What follows belongs to an exercise in optimizing a design on an open flow for small area; a production flow would make more cautious choices. At most, simulation tests tie the RTL to the original design; equivalence was not proved. Power figures rest on the tool's default switching activity, not on a simulated workload.

==> v15: inputs <==
==> flow/design.v <==
`default_nettype none
package cam_pkg;
  localparam int NUM_VARS = 4;
  localparam int VAR_WIDTH = 8;
  typedef logic [VAR_WIDTH-1:0] var_t;
  typedef var_t [NUM_VARS-1:0] vars_t;
  localparam int LEAF_WIDTH = 16;
  typedef logic signed [LEAF_WIDTH-1:0] leaf_t;
  localparam int TREE_ID_WIDTH = 4;
  typedef logic [TREE_ID_WIDTH-1:0] tree_id_t;
  localparam int CLASS_ID_WIDTH = 2;
  typedef logic [CLASS_ID_WIDTH-1:0] class_id_t;
  typedef enum logic [1:0] {
    MODE_INFER     = 2'd0,
    MODE_WRITE     = 2'd1,
    MODE_DONT_CARE = 2'd2,
    MODE_IDLE      = 2'd3
  } mode_t;
endpackage
`default_nettype wire
`timescale 1ns/1ns
`default_nettype none
module cam_maj2 (
  input  logic [1:0] a,
  input  logic [1:0] b,
  input  logic       c,
  output logic       y
);
  logic t;
  assign t = (a[0] & b[0]) | (a[0] & c) | (b[0] & c);
  assign y = (a[1] & b[1]) | (a[1] & t) | (b[1] & t);
endmodule
module cam_maj2_c1 (
  input  logic [1:0] a,
  input  logic [1:0] b,
  output logic       y
);
  logic t;
  assign t = a[0] | b[0];
  assign y = (a[1] & b[1]) | (a[1] & t) | (b[1] & t);
endmodule
module cam_maj2_c0 (
  input  logic [1:0] a,
  input  logic [1:0] b,
  output logic       y
);
  logic t;
  assign t = a[0] & b[0];
  assign y = (a[1] & b[1]) | (a[1] & t) | (b[1] & t);
endmodule
module cam_chain8 #(
  parameter bit CIN = 1'b0
) (
  input  logic [7:0] a,
  input  logic [7:0] b,
  output logic       y
);
  logic [3:0] c;
  if (CIN)
  begin : g_c1
    cam_maj2_c1 u_lsb (.a(a[1:0]), .b(b[1:0]), .y(c[0]));
  end
  else
  begin : g_c0
    cam_maj2_c0 u_lsb (.a(a[1:0]), .b(b[1:0]), .y(c[0]));
  end
  for (genvar k = 1; k < 4; k++)
  begin : g_step
    cam_maj2 u_step (.a(a[2*k +: 2]), .b(b[2*k +: 2]), .c(c[k-1]), .y(c[k]));
  end
  assign y = c[3];
endmodule
`default_nettype wire
`timescale 1ns/1ns
`default_nettype none
module cam_core (
  input  logic                clk,
  input  logic                rst_3,
  input  logic [1:0]          i_mode,
  input  logic [3:0]          i_clause,
  input  logic [1:0]          i_variable,
  input  logic                i_threshold_kind,
  input  logic [31:0]         i_vars,
  input  logic [15:0]         i_leaf,
  input  logic [3:0]          i_tree_id,
  input  logic [1:0]          i_class_id,
  output logic                o_ready,
  input  logic                i_out_ready,
  output logic                o_valid,
  output logic [127:0]        o_leaves,
  output logic [31:0]         o_tree_ids,
  output logic [15:0]         o_class_ids
);
  localparam int NC = 16;
  localparam int NV = 4;
  localparam int NS = 8;
  logic advance;
  assign advance = !o_valid || i_out_ready;
  assign o_ready = advance;
  logic m_infer, m_write, m_dc;
  assign m_infer = (i_mode == 2'd0);
  assign m_write = (i_mode == 2'd1);
  assign m_dc    = (i_mode == 2'd2);
  logic [31:0] lower_rows  [NC];
  logic [31:0] higher_rows [NC];
  logic [15:0] leaf_mem    [NC];
  logic [3:0]  tree_mem    [NC];
  logic [1:0]  class_mem   [NC];
  logic [NC-1:0] live;
  logic [NV-1:0] dont_care;
  always_ff @(posedge clk)
  begin
    for (int c = 0; c < NC; c++)
    begin
      if (advance && m_write && (i_clause == 4'(c)))
      begin
        if (!i_threshold_kind)
          lower_rows[c] <= ~i_vars;   
        else
          higher_rows[c] <= i_vars;
      end
    end
  end
  always_ff @(posedge clk)
  begin
    if (rst_3)
    begin
      live      <= '0;
      dont_care <= '0;
    end
    else if (advance)
    begin
      for (int c = 0; c < NC; c++)
        if (m_write && i_threshold_kind && (i_clause == 4'(c)))
          live[c] <= 1'b1;
      for (int j = 0; j < NV; j++)
        if (m_dc && (i_variable == 2'(j)))
          dont_care[j] <= 1'b1;
    end
  end
  logic [NC-1:0] hit;
  logic [31:0]   q_n;
  logic [NC*NV-1:0] in_range;
  assign q_n = ~i_vars;
  for (genvar c = 0; c < NC; c++)
  begin : g_clause
    for (genvar j = 0; j < NV; j++)
    begin : g_var
      logic ge, gt;
      cam_chain8 #(.CIN(1'b1)) u_ge (.a(i_vars[8*j +: 8]), .b(lower_rows[c][8*j +: 8]), .y(ge));
      cam_chain8 #(.CIN(1'b0)) u_gt (.a(higher_rows[c][8*j +: 8]), .b(q_n[8*j +: 8]), .y(gt));
      assign in_range[NV*c+j] = dont_care[j] | (ge & gt);
    end
    assign hit[c] = live[c] & (&in_range[NV*c +: NV]);
  end
  logic [2*NS-1:0] sel_now;
  always_comb
  begin
    for (int s = 0; s < NS; s++)
    begin
      sel_now[2*s+1] = hit[2*s+1];
      sel_now[2*s]   = hit[2*s] & ~hit[2*s+1];
    end
  end
  logic        s1_infer, s1_write, s2_infer, s2_write;
  logic [15:0] s1_data,  s2_data;
  logic [3:0]  s1_clause, s2_clause;
  logic        s1_tkind,  s2_tkind;
  logic [2*NS-1:0] out_sel;
  always_ff @(posedge clk)
  begin
    if (rst_3)
    begin
      s1_infer <= 1'b0;
      s1_write <= 1'b0;
      s2_infer <= 1'b0;
      s2_write <= 1'b0;
      o_valid  <= 1'b0;
    end
    else if (advance)
    begin
      s1_infer <= m_infer;
      s1_write <= m_write;
      s2_infer <= s1_infer;
      s2_write <= s1_write;
      o_valid  <= s2_infer;
    end
  end
  always_ff @(posedge clk)
  begin
    if (advance)
    begin
      if (m_infer)
        s1_data <= sel_now;
      else if (i_threshold_kind)
        s1_data <= i_leaf;
      else
        s1_data <= {i_leaf[15:6], i_class_id, i_tree_id};
      s1_clause <= i_clause;
      s1_tkind  <= i_threshold_kind;
      s2_data   <= s1_data;
      s2_clause <= s1_clause;
      s2_tkind  <= s1_tkind;
      out_sel   <= s2_data;
    end
  end
  always_ff @(posedge clk)
  begin
    for (int c = 0; c < NC; c++)
    begin
      if (advance && s2_write && (s2_clause == 4'(c)))
      begin
        if (!s2_tkind)
        begin
          tree_mem[c]  <= s2_data[3:0];
          class_mem[c] <= s2_data[5:4];
        end
        else
        begin
          leaf_mem[c]  <= s2_data;
        end
      end
    end
  end
  always_comb
  begin
    for (int s = 0; s < NS; s++)
    begin
      o_leaves[16*s +: 16]  = ({16{out_sel[2*s+1]}} & leaf_mem[2*s+1]) |
                              ({16{out_sel[2*s]}}   & leaf_mem[2*s]);
      o_tree_ids[4*s +: 4]  = ({4{out_sel[2*s+1]}}  & tree_mem[2*s+1]) |
                              ({4{out_sel[2*s]}}    & tree_mem[2*s]);
      o_class_ids[2*s +: 2] = ({2{out_sel[2*s+1]}}  & class_mem[2*s+1]) |
                              ({2{out_sel[2*s]}}    & class_mem[2*s]);
    end
  end
endmodule
`default_nettype wire
==> flow/run.sh <==
#!/bin/bash
# synth_recipe.tcl (not shown) runs the flow's synth.tcl, then flattens the netlist and writes it again
# the make line also repeats each setting of config.mk as NAME=value (left out here)
make -C /OpenROAD-flow-scripts/flow DESIGN_CONFIG=/design/flow/config.mk WORK_HOME=/design/flow/orfs CLKGATE_MAP_FILE= SYNTH_SCRIPT=/design/flow/synth_recipe.tcl finish
==> flow/config.mk <==
export PLATFORM = sky130hd
export DESIGN_NAME = cam_core
export DESIGN_NICKNAME = cam_core
export VERILOG_FILES = /design/flow/design.v
export SDC_FILE = /design/flow/constraint.sdc
export NUM_CORES = 4
export LEC_CHECK = 0
export CAP_MARGIN = 20
export CORE_MARGIN = 2
export CORE_UTILIZATION = 40
export SLEW_MARGIN = 20
export SYNTH_HIERARCHICAL = 1
==> flow/constraint.sdc <==
create_clock -name core_clock -period 5.0 [get_ports {clk}]
set_input_delay 1.0000 -clock core_clock [delete_from_list [all_inputs] [get_ports {clk}]]
set_output_delay 1.0000 -clock core_clock [all_outputs]
set_load 0.01 [all_outputs]
==> v27: changes against v15 <==
--- a/flow/design.v
+++ b/flow/design.v
@@ -21,4 +21,30 @@
 `timescale 1ns/1ns
 `default_nettype none
+module cam_hold_bit (
+  input  logic we,
+  input  logic nwe,
+  input  logic d,
+  input  logic q,
+  output logic y
+);
+  assign y = (we & d) | (nwe & q);
+endmodule
+module cam_hold #(
+  parameter int W = 1
+) (
+  input  logic         we,
+  input  logic         nwe,
+  input  logic [W-1:0] d,
+  input  logic [W-1:0] q,
+  output logic [W-1:0] y
+);
+  for (genvar i = 0; i < W; i++)
+  begin : g_bit
+    cam_hold_bit u_bit (.we(we), .nwe(nwe), .d(d[i]), .q(q[i]), .y(y[i]));
+  end
+endmodule
+`default_nettype wire
+`timescale 1ns/1ns
+`default_nettype none
 module cam_maj2 (
   input  logic [1:0] a,
@@ -109,15 +135,28 @@
   logic [NC-1:0] live;
   logic [NV-1:0] dont_care;
-  always_ff @(posedge clk)
-  begin
-    for (int c = 0; c < NC; c++)
-    begin
-      if (advance && m_write && (i_clause == 4'(c)))
-      begin
-        if (!i_threshold_kind)
-          lower_rows[c] <= ~i_vars;   
-        else
-          higher_rows[c] <= i_vars;
-      end
+  logic [NC-1:0] we_lo, we_hi;
+  logic [31:0]   lower_next  [NC];
+  logic [31:0]   higher_next [NC];
+  always_comb
+  begin
+    for (int c = 0; c < NC; c++)
+    begin
+      we_lo[c] = advance && m_write && (i_clause == 4'(c)) && !i_threshold_kind;
+      we_hi[c] = advance && m_write && (i_clause == 4'(c)) &&  i_threshold_kind;
+    end
+  end
+  for (genvar c = 0; c < NC; c++)
+  begin : g_rows
+    cam_hold #(.W(32)) u_lo (.we(we_lo[c]), .nwe(!we_lo[c]), .d(~i_vars),
+                             .q(lower_rows[c]),  .y(lower_next[c]));
+    cam_hold #(.W(32)) u_hi (.we(we_hi[c]), .nwe(!we_hi[c]), .d(i_vars),
+                             .q(higher_rows[c]), .y(higher_next[c]));
+  end
+  always_ff @(posedge clk)
+  begin
+    for (int c = 0; c < NC; c++)
+    begin
+      lower_rows[c]  <= lower_next[c];
+      higher_rows[c] <= higher_next[c];
     end
   end
@@ -167,5 +206,5 @@
   logic [3:0]  s1_clause, s2_clause;
   logic        s1_tkind,  s2_tkind;
-  logic [2*NS-1:0] out_sel;
+  logic [2*NS-1:0] out_sel_n;
   always_ff @(posedge clk)
   begin
@@ -187,38 +226,54 @@
     end
   end
-  always_ff @(posedge clk)
-  begin
-    if (advance)
-    begin
-      if (m_infer)
-        s1_data <= sel_now;
-      else if (i_threshold_kind)
-        s1_data <= i_leaf;
-      else
-        s1_data <= {i_leaf[15:6], i_class_id, i_tree_id};
-      s1_clause <= i_clause;
-      s1_tkind  <= i_threshold_kind;
-      s2_data   <= s1_data;
-      s2_clause <= s1_clause;
-      s2_tkind  <= s1_tkind;
-      out_sel   <= s2_data;
-    end
-  end
-  always_ff @(posedge clk)
-  begin
-    for (int c = 0; c < NC; c++)
-    begin
-      if (advance && s2_write && (s2_clause == 4'(c)))
-      begin
-        if (!s2_tkind)
-        begin
-          tree_mem[c]  <= s2_data[3:0];
-          class_mem[c] <= s2_data[5:4];
-        end
-        else
-        begin
-          leaf_mem[c]  <= s2_data;
-        end
-      end
+  logic [15:0] s1_load;
+  always_comb
+  begin
+    if (m_infer)
+      s1_load = ~sel_now;
+    else if (i_threshold_kind)
+      s1_load = ~i_leaf;
+    else
+      s1_load = ~{i_leaf[15:6], i_class_id, i_tree_id};
+  end
+  localparam int PW = 16 + 4 + 1;
+  logic [3*PW+2*NS-1:0] pipe_q, pipe_d, pipe_next;
+  assign pipe_q = {s1_data, s1_clause, s1_tkind,
+                   s2_data, s2_clause, s2_tkind,
+                   out_sel_n};
+  assign pipe_d = {s1_load, i_clause, i_threshold_kind,
+                   s1_data, s1_clause, s1_tkind,
+                   s2_data};
+  cam_hold #(.W(3*PW+2*NS)) u_pipe (.we(advance), .nwe(!advance), .d(pipe_d),
+                                    .q(pipe_q), .y(pipe_next));
+  always_ff @(posedge clk)
+  begin
+    {s1_data, s1_clause, s1_tkind,
+     s2_data, s2_clause, s2_tkind,
+     out_sel_n} <= pipe_next;
+  end
+  logic [NC-1:0] we_ids, we_leaf;
+  logic [15:0]   leaf_next [NC];
+  logic [5:0]    ids_next  [NC];
+  always_comb
+  begin
+    for (int c = 0; c < NC; c++)
+    begin
+      we_ids[c]  = advance && s2_write && (s2_clause == 4'(c)) && !s2_tkind;
+      we_leaf[c] = advance && s2_write && (s2_clause == 4'(c)) &&  s2_tkind;
+    end
+  end
+  for (genvar c = 0; c < NC; c++)
+  begin : g_payload
+    cam_hold #(.W(16)) u_leaf (.we(we_leaf[c]), .nwe(!we_leaf[c]), .d(s2_data),
+                               .q(leaf_mem[c]), .y(leaf_next[c]));
+    cam_hold #(.W(6))  u_ids  (.we(we_ids[c]),  .nwe(!we_ids[c]),  .d(s2_data[5:0]),
+                               .q({class_mem[c], tree_mem[c]}), .y(ids_next[c]));
+  end
+  always_ff @(posedge clk)
+  begin
+    for (int c = 0; c < NC; c++)
+    begin
+      leaf_mem[c]                <= leaf_next[c];
+      {class_mem[c], tree_mem[c]} <= ids_next[c];
     end
   end
@@ -227,12 +282,12 @@
     for (int s = 0; s < NS; s++)
     begin
-      o_leaves[16*s +: 16]  = ({16{out_sel[2*s+1]}} & leaf_mem[2*s+1]) |
-                              ({16{out_sel[2*s]}}   & leaf_mem[2*s]);
-      o_tree_ids[4*s +: 4]  = ({4{out_sel[2*s+1]}}  & tree_mem[2*s+1]) |
-                              ({4{out_sel[2*s]}}    & tree_mem[2*s]);
-      o_class_ids[2*s +: 2] = ({2{out_sel[2*s+1]}}  & class_mem[2*s+1]) |
-                              ({2{out_sel[2*s]}}    & class_mem[2*s]);
-    end
-  end
-endmodule
-`default_nettype wire
+      o_leaves[16*s +: 16]  = ~(({16{out_sel_n[2*s+1]}} | leaf_mem[2*s+1]) &
+                                ({16{out_sel_n[2*s]}}   | leaf_mem[2*s]));
+      o_tree_ids[4*s +: 4]  = ~(({4{out_sel_n[2*s+1]}}  | tree_mem[2*s+1]) &
+                                ({4{out_sel_n[2*s]}}    | tree_mem[2*s]));
+      o_class_ids[2*s +: 2] = ~(({2{out_sel_n[2*s+1]}}  | class_mem[2*s+1]) &
+                                ({2{out_sel_n[2*s]}}    | class_mem[2*s]));
+    end
+  end
+endmodule
+`default_nettype wire
==> flow/flow/run.sh (new file) <==
#!/bin/bash
# Standard synthesis, then the standard layout with a few layout-only
# settings passed to the ORFS make targets:
#  - port buffers use a small buffer cell,
#  - clock tree: larger sink clusters, no dummy loads,

set -euo pipefail
bash standard.sh synth > synth.log 2>&1
bash standard.sh \
  BUFFER_PORTS_ARGS="-buffer_cell sky130_fd_sc_hd__buf_1" \
  CTS_ARGS="-sink_clustering_enable -repair_clock_nets -sink_clustering_size 24 -sink_clustering_max_diameter 100 -buf_list sky130_fd_sc_hd__clkbuf_16 -dont_use_dummy_load" \
  finish > layout.log 2>&1
==> flow/standard.sh (new file) <==
#!/bin/bash
# synth_recipe.tcl (not shown) runs the flow's synth.tcl, then flattens the netlist and writes it again
# the make line also repeats each setting of config.mk as NAME=value (left out here)
make -C /OpenROAD-flow-scripts/flow DESIGN_CONFIG=/design/flow/config.mk WORK_HOME=/design/flow/orfs CLKGATE_MAP_FILE= SYNTH_SCRIPT=/design/flow/synth_recipe.tcl "${@:-finish}"
- CORE_UTILIZATION: 40 -> 65
- GPL_TIMING_DRIVEN: unset -> 0
removed: flow/run.sh
==> v19: changes against v15 <==
--- a/flow/design.v
+++ b/flow/design.v
@@ -167,5 +167,5 @@
   logic [3:0]  s1_clause, s2_clause;
   logic        s1_tkind,  s2_tkind;
-  logic [2*NS-1:0] out_sel;
+  logic [2*NS-1:0] out_sel_n;
   always_ff @(posedge clk)
   begin
@@ -192,9 +192,9 @@
     begin
       if (m_infer)
-        s1_data <= sel_now;
+        s1_data <= ~sel_now;
       else if (i_threshold_kind)
-        s1_data <= i_leaf;
+        s1_data <= ~i_leaf;
       else
-        s1_data <= {i_leaf[15:6], i_class_id, i_tree_id};
+        s1_data <= ~{i_leaf[15:6], i_class_id, i_tree_id};
       s1_clause <= i_clause;
       s1_tkind  <= i_threshold_kind;
@@ -202,5 +202,5 @@
       s2_clause <= s1_clause;
       s2_tkind  <= s1_tkind;
-      out_sel   <= s2_data;
+      out_sel_n <= s2_data;
     end
   end
@@ -227,10 +227,10 @@
     for (int s = 0; s < NS; s++)
     begin
-      o_leaves[16*s +: 16]  = ({16{out_sel[2*s+1]}} & leaf_mem[2*s+1]) |
-                              ({16{out_sel[2*s]}}   & leaf_mem[2*s]);
-      o_tree_ids[4*s +: 4]  = ({4{out_sel[2*s+1]}}  & tree_mem[2*s+1]) |
-                              ({4{out_sel[2*s]}}    & tree_mem[2*s]);
-      o_class_ids[2*s +: 2] = ({2{out_sel[2*s+1]}}  & class_mem[2*s+1]) |
-                              ({2{out_sel[2*s]}}    & class_mem[2*s]);
+      o_leaves[16*s +: 16]  = ~(({16{out_sel_n[2*s+1]}} | leaf_mem[2*s+1]) &
+                                ({16{out_sel_n[2*s]}}   | leaf_mem[2*s]));
+      o_tree_ids[4*s +: 4]  = ~(({4{out_sel_n[2*s+1]}}  | tree_mem[2*s+1]) &
+                                ({4{out_sel_n[2*s]}}    | tree_mem[2*s]));
+      o_class_ids[2*s +: 2] = ~(({2{out_sel_n[2*s+1]}}  | class_mem[2*s+1]) &
+                                ({2{out_sel_n[2*s]}}    | class_mem[2*s]));
     end
   end
- CORE_UTILIZATION: 40 -> 65
- CTS_BUF_LIST: unset -> sky130_fd_sc_hd__clkbuf_16
- CTS_CLUSTER_DIAMETER: unset -> 100
- CTS_CLUSTER_SIZE: unset -> 30
==> flow_metrics.py <==
metrics = {
    "outcome": {
        "status": "complete, no violations",
    },
    "final_layout": {
        "seq_area_share_pct": 64.5,
        "drive_gt1_share_pct": 9.68,
    },
    "synthesis": {
        "synth_edf_count": 1434,
    },
    "power": {
        "powerSeq_mw": 13.8,
    },
    "timing": {
        "setup_slack_ns": 1.15,
    },
    "hold_path": {
        "holdPathEnd": "s2_data[4]",
    },
    "place": {
        "placed_area_mm2": 0.0628,
        "port_buffers": 243,
    },
}
the above is filed under v15

==> flow_metrics.py <==
metrics = {
    "outcome": {
        "status": "complete, no violations",
    },
    "timing": {
        "maxSlewViolCount": 0,
        "finalHoldViolCount": 0,
        "period_minus_slack_ns": 3.97,
        "setup_slack_ns": 1.03,
    },
    "final_layout": {
        "nClkBuffers": 57,
        "seq_area_share_pct": 68.9,
        "drive_gt1_share_pct": 7.14,
        "diodes": 6,
    },
    "hold_path": {
        "holdPathEnd": "s2_clause[2]",
    },
    "cts": {
        "tritoncts.num_buffers": 54,
    },
    "place": {
        "port_buffers": 243,
        "placed_area_mm2": 0.0616,
    },
    "synthesis": {
        "synth_top_family_by_area": "compound AO/OA/AOI/OAI gates",
        "synth_edf_count": 1434,
        "yosysMostFrequentCell": "edfxtp_1",
    },
    "drt": {
        "post_drt_via_cell_ratio": 6.57,
        "met2_length_um": 69700,
    },
    "power": {
        "powerSeq_mw": 13.7,
    },
}
the above is filed under v19

==> flow_metrics.py <==
metrics = {
    "power": {
        "powerSeq_mw": 14.0,
        "p_comb_share_pct": 15.8,
    },
    "final_layout": {
        "fin_nets": 5919,
        "seq_area_share_pct": 47.7,
        "inv_count": 83,
        "drive_gt1_share_pct": 5.88,
        "nFlopsAndLatches": 1459,
    },
    "hold_path": {
        "holdPathEnd": "leaf_mem[14][14]",
    },
    "place": {
        "placed_area_mm2": 0.0594,
        "port_buffers": 242,
        "gp_congestion": 0.878,
    },
    "worst_setup_path": {
        "crit_type": "in2reg",
        "slowest_stage": "nor4_1",
    },
    "outcome": {
        "status": "complete, no violations",
    },
    "timing": {
        "worst_pin_slew_ns": 1.25,
        "setup_slack_ns": 0.585,
    },
    "cts": {
        "htree_num_levels": 3,
    },
}
the above is filed under v27

Only the layout flow was run in v15; the RTL was not checked for function there.

## afterwards: timing with drivers on the ports
The flow's constraints put no driver on any port. The routed layouts listed below were extracted and timed again, unchanged, in two steps.
Step 1: set_driving_cell puts a clkbuf_16 on clk and a buf_2 on each other input, an assumption about the parent block.
Step 2 adds t to the input delays and takes it off the output delays; t is the mean of the earliest and latest rising clock arrival at the registers after step 1. Input paths then give back, and output paths get back, about the clock's delay inside the block.
Three values: no drivers, after step 1, after step 2; two values: the first two.
run | t (ns) | setup WS [ns] | clock arrival spread, ns | cell pins on the clock port's net
v15 | 0.861 | 1.150 / 1.127 / 0.385 | 0.033 / 0.033 | 1
v27 | 0.708 | 0.585 / 0.584 / -0.124 | 0.038 / 0.038 | 1
v19 | 0.734 | 1.025 / 1.074 / 0.340 | 0.036 / 0.036 | 1
With both steps, setup timing fails in v27, where it was met with ideal ports. The setup slack of v15, which loses most, moves by -0.023 ns with the drivers and by -0.765 ns with both steps.
